This design comes from an exercise in tuning for small area and a short achievable clock period on the open sky130 flow, not from production work.
In this exercise RTL edits were held to simulation tests only and were not proved equivalent to the original.
No activity file was given, so power comes from the tool's default toggle rates.

==> run C <==
## sdfm_regmap
module sdfm_regmap
(
  input  logic                    SYSCLK,
  input  logic                    SYSRSTn,
  input  logic [16-1:0] addr,
  input  logic                    wr,
  input  logic                    rd,
  input  logic [32-1:0]  wdata,
  output logic [32-1:0]  rdata,    
  input  logic [63:0]             filt_data_out,
  input  logic [1:0]              filt_data_update,
  input  logic [63:0]             comp_data_out,
  input  logic [1:0]              comp_data_update,
  input  logic [1:0]              comp_data_low,
  input  logic [1:0]              comp_data_high,
  output logic                    reg_rsten,
  output logic                    reg_clken,
  output logic [15:0]             reg_filtdec,
  output logic [3:0]              reg_filtmode,
  output logic [7:0]              reg_filtdiv,
  output logic [1:0]              reg_filten,
  output logic [1:0]              reg_filtask,
  output logic [3:0]              reg_filtst,
  output logic [9:0]              reg_filtsh,
  output logic [15:0]             reg_compdec,
  output logic [3:0]              reg_compmode,
  output logic [7:0]              reg_compdiv,
  output logic [1:0]              reg_compen,
  output logic [1:0]              reg_compsen,
  output logic [3:0]              reg_compst,
  output logic [1:0]              reg_compilen,
  output logic [1:0]              reg_compihen,
  output logic [1:0]              reg_complclrflg,
  output logic [1:0]              reg_comphclrflg,
  output logic [63:0]             reg_compltrd,
  output logic [63:0]             reg_comphtrd,
  output logic                    irq
);
export LEC_CHECK = 0
export CAP_MARGIN = 30
export CORE_MARGIN = 2
export CORE_UTILIZATION = 40
export SETUP_SLACK_MARGIN = 3.6
export SLEW_MARGIN = 40
export SYNTH_HIERARCHICAL = 1
create_clock -name core_clock -period 8.0 [get_ports {SYSCLK}]
standard.sh (not shown) runs the stock make flow with config.mk's settings and CLKGATE_MAP_FILE= SYNTH_SCRIPT=/design/flow/synth_recipe.tcl, a recipe that flattens the netlist after the stock synthesis.
==> flow/flow/run.sh <==
#!/bin/bash
# standard layout with plain buf_1 port buffers and a lighter clock tree
set -euo pipefail
export BUFFER_PORTS_ARGS="-buffer_cell sky130_fd_sc_hd__buf_1"
export CTS_ARGS="-sink_clustering_enable -repair_clock_nets -dont_use_dummy_load -buf_list sky130_fd_sc_hd__clkbuf_8 -sink_clustering_size 20 -sink_clustering_max_diameter 60"
bash standard.sh > standard.log 2>&1
==> run R (differences from run C) <==
--- a/flow/design.v
+++ b/flow/design.v
@@ -17,26 +17,14 @@
     REG_FDATA1,
     REG_CDATA0,
     REG_CDATA1
   } reg_id_e;
   typedef logic [15:0] reg_sel_t;  
   typedef logic [32-1:0] data_word_t;      
 endpackage
-`timescale 1ns/100ps
-module sdfm_hreg #(parameter int W = 32)
-(
-  input  logic         SYSCLK,
-  input  logic         s,
-  input  logic         h,
-  input  logic [W-1:0] d,
-  output logic [W-1:0] q
-);
-  always_ff @(posedge SYSCLK)
-    q <= ({W{s}} & d) | ({W{h}} & q);
-endmodule
 `timescale 1ns/100ps
 module sdfm_regmap
 (
   input  logic                    SYSCLK,
   input  logic                    SYSRSTn,
   input  logic [16-1:0] addr,
   input  logic                    wr,
@@ -84,39 +72,54 @@
       sel[k] = (widx == k[5:0]);
   assign wsel = (wr && dev_ok) ? sel : '0;
   assign rq   = rd && dev_ok;
   logic [16:0] ws, wh;
   assign ws = SYSRSTn ? wsel  : '0;
   assign wh = SYSRSTn ? ~wsel : '0;
   logic        mien;
+  always_ff @(posedge SYSCLK)
+  begin
+    reg_rsten <= (ws[2] & wdata[0]) | (wh[2] & reg_rsten);
+    reg_clken <= (ws[2] & wdata[1]) | (wh[2] & reg_clken);
+    mien      <= (ws[2] & wdata[4]) | (wh[2] & mien);
+    for (int i = 0; i < 2; i++)
+    begin
+      reg_filtdec[i*8 +: 8]  <= ({8{ws[3+i]}} & wdata[7:0])   | ({8{wh[3+i]}} & reg_filtdec[i*8 +: 8]);
+      reg_filtmode[i*2 +: 2] <= ({2{ws[3+i]}} & wdata[9:8])   | ({2{wh[3+i]}} & reg_filtmode[i*2 +: 2]);
+      reg_filtdiv[i*4 +: 4]  <= ({4{ws[3+i]}} & wdata[15:12]) | ({4{wh[3+i]}} & reg_filtdiv[i*4 +: 4]);
+      reg_filten[i]          <= (ws[3+i] & wdata[16])         | (wh[3+i] & reg_filten[i]);
+      reg_filtask[i]         <= (ws[3+i] & wdata[17])         | (wh[3+i] & reg_filtask[i]);
+      reg_filtst[i*2 +: 2]   <= ({2{ws[3+i]}} & wdata[21:20]) | ({2{wh[3+i]}} & reg_filtst[i*2 +: 2]);
+      reg_filtsh[i*5 +: 5]   <= ({5{ws[3+i]}} & wdata[28:24]) | ({5{wh[3+i]}} & reg_filtsh[i*5 +: 5]);
+      reg_compdec[i*8 +: 8]  <= ({8{ws[5+i]}} & wdata[7:0])   | ({8{wh[5+i]}} & reg_compdec[i*8 +: 8]);
+      reg_compmode[i*2 +: 2] <= ({2{ws[5+i]}} & wdata[9:8])   | ({2{wh[5+i]}} & reg_compmode[i*2 +: 2]);
+      reg_compdiv[i*4 +: 4]  <= ({4{ws[5+i]}} & wdata[15:12]) | ({4{wh[5+i]}} & reg_compdiv[i*4 +: 4]);
+      reg_compen[i]          <= (ws[5+i] & wdata[16])         | (wh[5+i] & reg_compen[i]);
+      reg_compsen[i]         <= (ws[5+i] & wdata[17])         | (wh[5+i] & reg_compsen[i]);
+      reg_compst[i*2 +: 2]   <= ({2{ws[5+i]}} & wdata[21:20]) | ({2{wh[5+i]}} & reg_compst[i*2 +: 2]);
+      reg_compilen[i]        <= (ws[5+i] & wdata[24])         | (wh[5+i] & reg_compilen[i]);
+      reg_compihen[i]        <= (ws[5+i] & wdata[25])         | (wh[5+i] & reg_compihen[i]);
+      reg_complclrflg[i]     <= (ws[5+i] & wdata[28])         | (wh[5+i] & reg_complclrflg[i]);
+      reg_comphclrflg[i]     <= (ws[5+i] & wdata[29])         | (wh[5+i] & reg_comphclrflg[i]);
+      reg_compltrd[i*32 +: 32] <= ({32{ws[7+i]}} & wdata) | ({32{wh[7+i]}} & reg_compltrd[i*32 +: 32]);
+      reg_comphtrd[i*32 +: 32] <= ({32{ws[9+i]}} & wdata) | ({32{wh[9+i]}} & reg_comphtrd[i*32 +: 32]);
+    end
+  end
   logic [63:0] fdata, cdata;
   logic [1:0]  fs, fh, cs, ch;
   assign fs = SYSRSTn ? filt_data_update  : 2'b00;
   assign fh = SYSRSTn ? ~filt_data_update : 2'b00;
   assign cs = SYSRSTn ? comp_data_update  : 2'b00;
   assign ch = SYSRSTn ? ~comp_data_update : 2'b00;
-  sdfm_hreg #(3) u_ctl (.SYSCLK, .s(ws[2]), .h(wh[2]), .d({wdata[4], wdata[1:0]}),
-                        .q({mien, reg_clken, reg_rsten}));
-  for (genvar i = 0; i < 2; i++)
-  begin : g_ch
-    sdfm_hreg #(23) u_dfparm (.SYSCLK, .s(ws[3+i]), .h(wh[3+i]),
-      .d({wdata[28:24], wdata[21:20], wdata[17], wdata[16], wdata[15:12], wdata[9:8], wdata[7:0]}),
-      .q({reg_filtsh[i*5 +: 5], reg_filtst[i*2 +: 2], reg_filtask[i], reg_filten[i],
-          reg_filtdiv[i*4 +: 4], reg_filtmode[i*2 +: 2], reg_filtdec[i*8 +: 8]}));
-    sdfm_hreg #(22) u_cparm (.SYSCLK, .s(ws[5+i]), .h(wh[5+i]),
-      .d({wdata[29], wdata[28], wdata[25], wdata[24], wdata[21:20], wdata[17], wdata[16],
-          wdata[15:12], wdata[9:8], wdata[7:0]}),
-      .q({reg_comphclrflg[i], reg_complclrflg[i], reg_compihen[i], reg_compilen[i],
-          reg_compst[i*2 +: 2], reg_compsen[i], reg_compen[i], reg_compdiv[i*4 +: 4],
-          reg_compmode[i*2 +: 2], reg_compdec[i*8 +: 8]}));
-    sdfm_hreg #(32) u_cmpl (.SYSCLK, .s(ws[7+i]), .h(wh[7+i]), .d(wdata), .q(reg_compltrd[i*32 +: 32]));
-    sdfm_hreg #(32) u_cmph (.SYSCLK, .s(ws[9+i]), .h(wh[9+i]), .d(wdata), .q(reg_comphtrd[i*32 +: 32]));
-    sdfm_hreg #(32) u_fdata (.SYSCLK, .s(fs[i]), .h(fh[i]), .d(filt_data_out[i*32 +: 32]), .q(fdata[i*32 +: 32]));
-    sdfm_hreg #(32) u_cdata (.SYSCLK, .s(cs[i]), .h(ch[i]), .d(comp_data_out[i*32 +: 32]), .q(cdata[i*32 +: 32]));
-  end
+  always_ff @(posedge SYSCLK)
+    for (int i = 0; i < 2; i++)
+    begin
+      fdata[i*32 +: 32] <= ({32{fs[i]}} & filt_data_out[i*32 +: 32]) | ({32{fh[i]}} & fdata[i*32 +: 32]);
+      cdata[i*32 +: 32] <= ({32{cs[i]}} & comp_data_out[i*32 +: 32]) | ({32{ch[i]}} & cdata[i*32 +: 32]);
+    end
   logic [1:0] flg_lf, flg_hf;
   logic       clr_wr;
   assign clr_wr = wsel[1];
   always_ff @(posedge SYSCLK)
   begin
     if (!SYSRSTn)
     begin
==> flow/run.sh (new file) <==
#!/bin/bash
# synth_recipe.tcl (not shown) runs the flow's synth.tcl, then flattens the netlist and writes it again
# the make line also repeats each setting of config.mk as NAME=value (left out here)
make -C /OpenROAD-flow-scripts/flow DESIGN_CONFIG=/design/flow/config.mk WORK_HOME=/design/flow/orfs CLKGATE_MAP_FILE= SYNTH_SCRIPT=/design/flow/synth_recipe.tcl finish
Settings changed: SETUP_SLACK_MARGIN 3.6 to default, SYNTH_HIERARCHICAL 1 to default.
removed: flow/flow/run.sh
removed: flow/standard.sh
==> run B (differences from run C) <==
==> flow/run.sh (new file) <==
#!/bin/bash
# synth_recipe.tcl (not shown) runs the flow's synth.tcl, then flattens the netlist and writes it again
# the make line also repeats each setting of config.mk as NAME=value (left out here)
make -C /OpenROAD-flow-scripts/flow DESIGN_CONFIG=/design/flow/config.mk WORK_HOME=/design/flow/orfs CLKGATE_MAP_FILE= SYNTH_SCRIPT=/design/flow/synth_recipe.tcl finish
Settings changed: SETUP_SLACK_MARGIN 3.6 to 2.5.
removed: flow/flow/run.sh
removed: flow/standard.sh
==> summary.md <==
| Metric | Value |
|---|---|
| Root Driver | `clkbuf_8` |
| GP Congestion | `0.935` |
| Sequential area share after synthesis | `50.2%` |
| Peak supply drop | `0.125 mV` |
| Leakage | `0.00650 uW` |
| Vias | `13400` |
| Outcome | `finished clean` |
Source of the figures above: run C

==> summary.md <==
| Metric | Value |
|---|---|
| Root Driver | `clkbuf_16` |
| Outcome | `finished clean` |
| Count leader, synth | `dfxtp_1` |
| M1 GR Usage | `45.4%` |
| GP Congestion | `0.856` |
| Sequential area share after synthesis | `48.2%` |
| Leakage | `0.00765 uW` |
| Peak supply drop | `0.147 mV` |
| Vias | `13700` |
Source of the figures above: run R

==> summary.md <==
| Metric | Value |
|---|---|
| Vias | `13300` |
| Final slew viol count | `0` |
| Sequential area share after synthesis | `50.2%` |
| Yosys top cell area share | `50.2%` |
| Leakage | `0.00759 uW` |
| Hold Path Origin | `g_ch[0].u_fdata.q[8]` |
| Sequential cell area share | `34.9%` |
| Root Driver | `clkbuf_16` |
| Multi-input gate count | `731` |
| Peak supply drop | `0.168 mV` |
| Outcome | `finished clean` |
| GP Congestion | `0.930` |
Source of the figures above: run B

separate check: timing with driven ports:
No port has a modelled driver above. Below, the same layouts with a new extraction and two added sets of constraints. Step 1 sets driving cells, clkbuf_16 on the clock port and buf_2 on the other inputs (assumed; they add their load-dependent delay and slew). Step 2 moves the port delays by t, midway between the first and last clock arrival at a register: inputs arrive t later, outputs are due t later. That takes back most of the time a late clock gives input paths. Three values: ideal, step 1, step 2; two values: the first two.
| run | shift t [ns] | setup slack, ns | hold slack, ns | worst register clock-pin slew, ns | worst slew at a driven data input, ns |
|---|---|---|---|---|---|
| run C | 0.658 | 3.035 / 2.920 / 2.920 | 0.473 / 0.473 / 0.473 | 0.12 / 0.12 | 0.22 |
| run R | 0.579 | 1.038 / 0.950 / 0.950 | 0.503 / 0.503 / 0.503 | 0.06 / 0.06 | 0.11 |
| run B | 0.587 | 2.492 / 2.437 / 2.437 | 0.474 / 0.474 / 0.474 | 0.06 / 0.06 | 0.10 |
After both steps every run listed still meets setup and hold. The setup slack of run C, which loses most, moves by -0.115 ns with the drivers and by -0.115 ns with both steps.
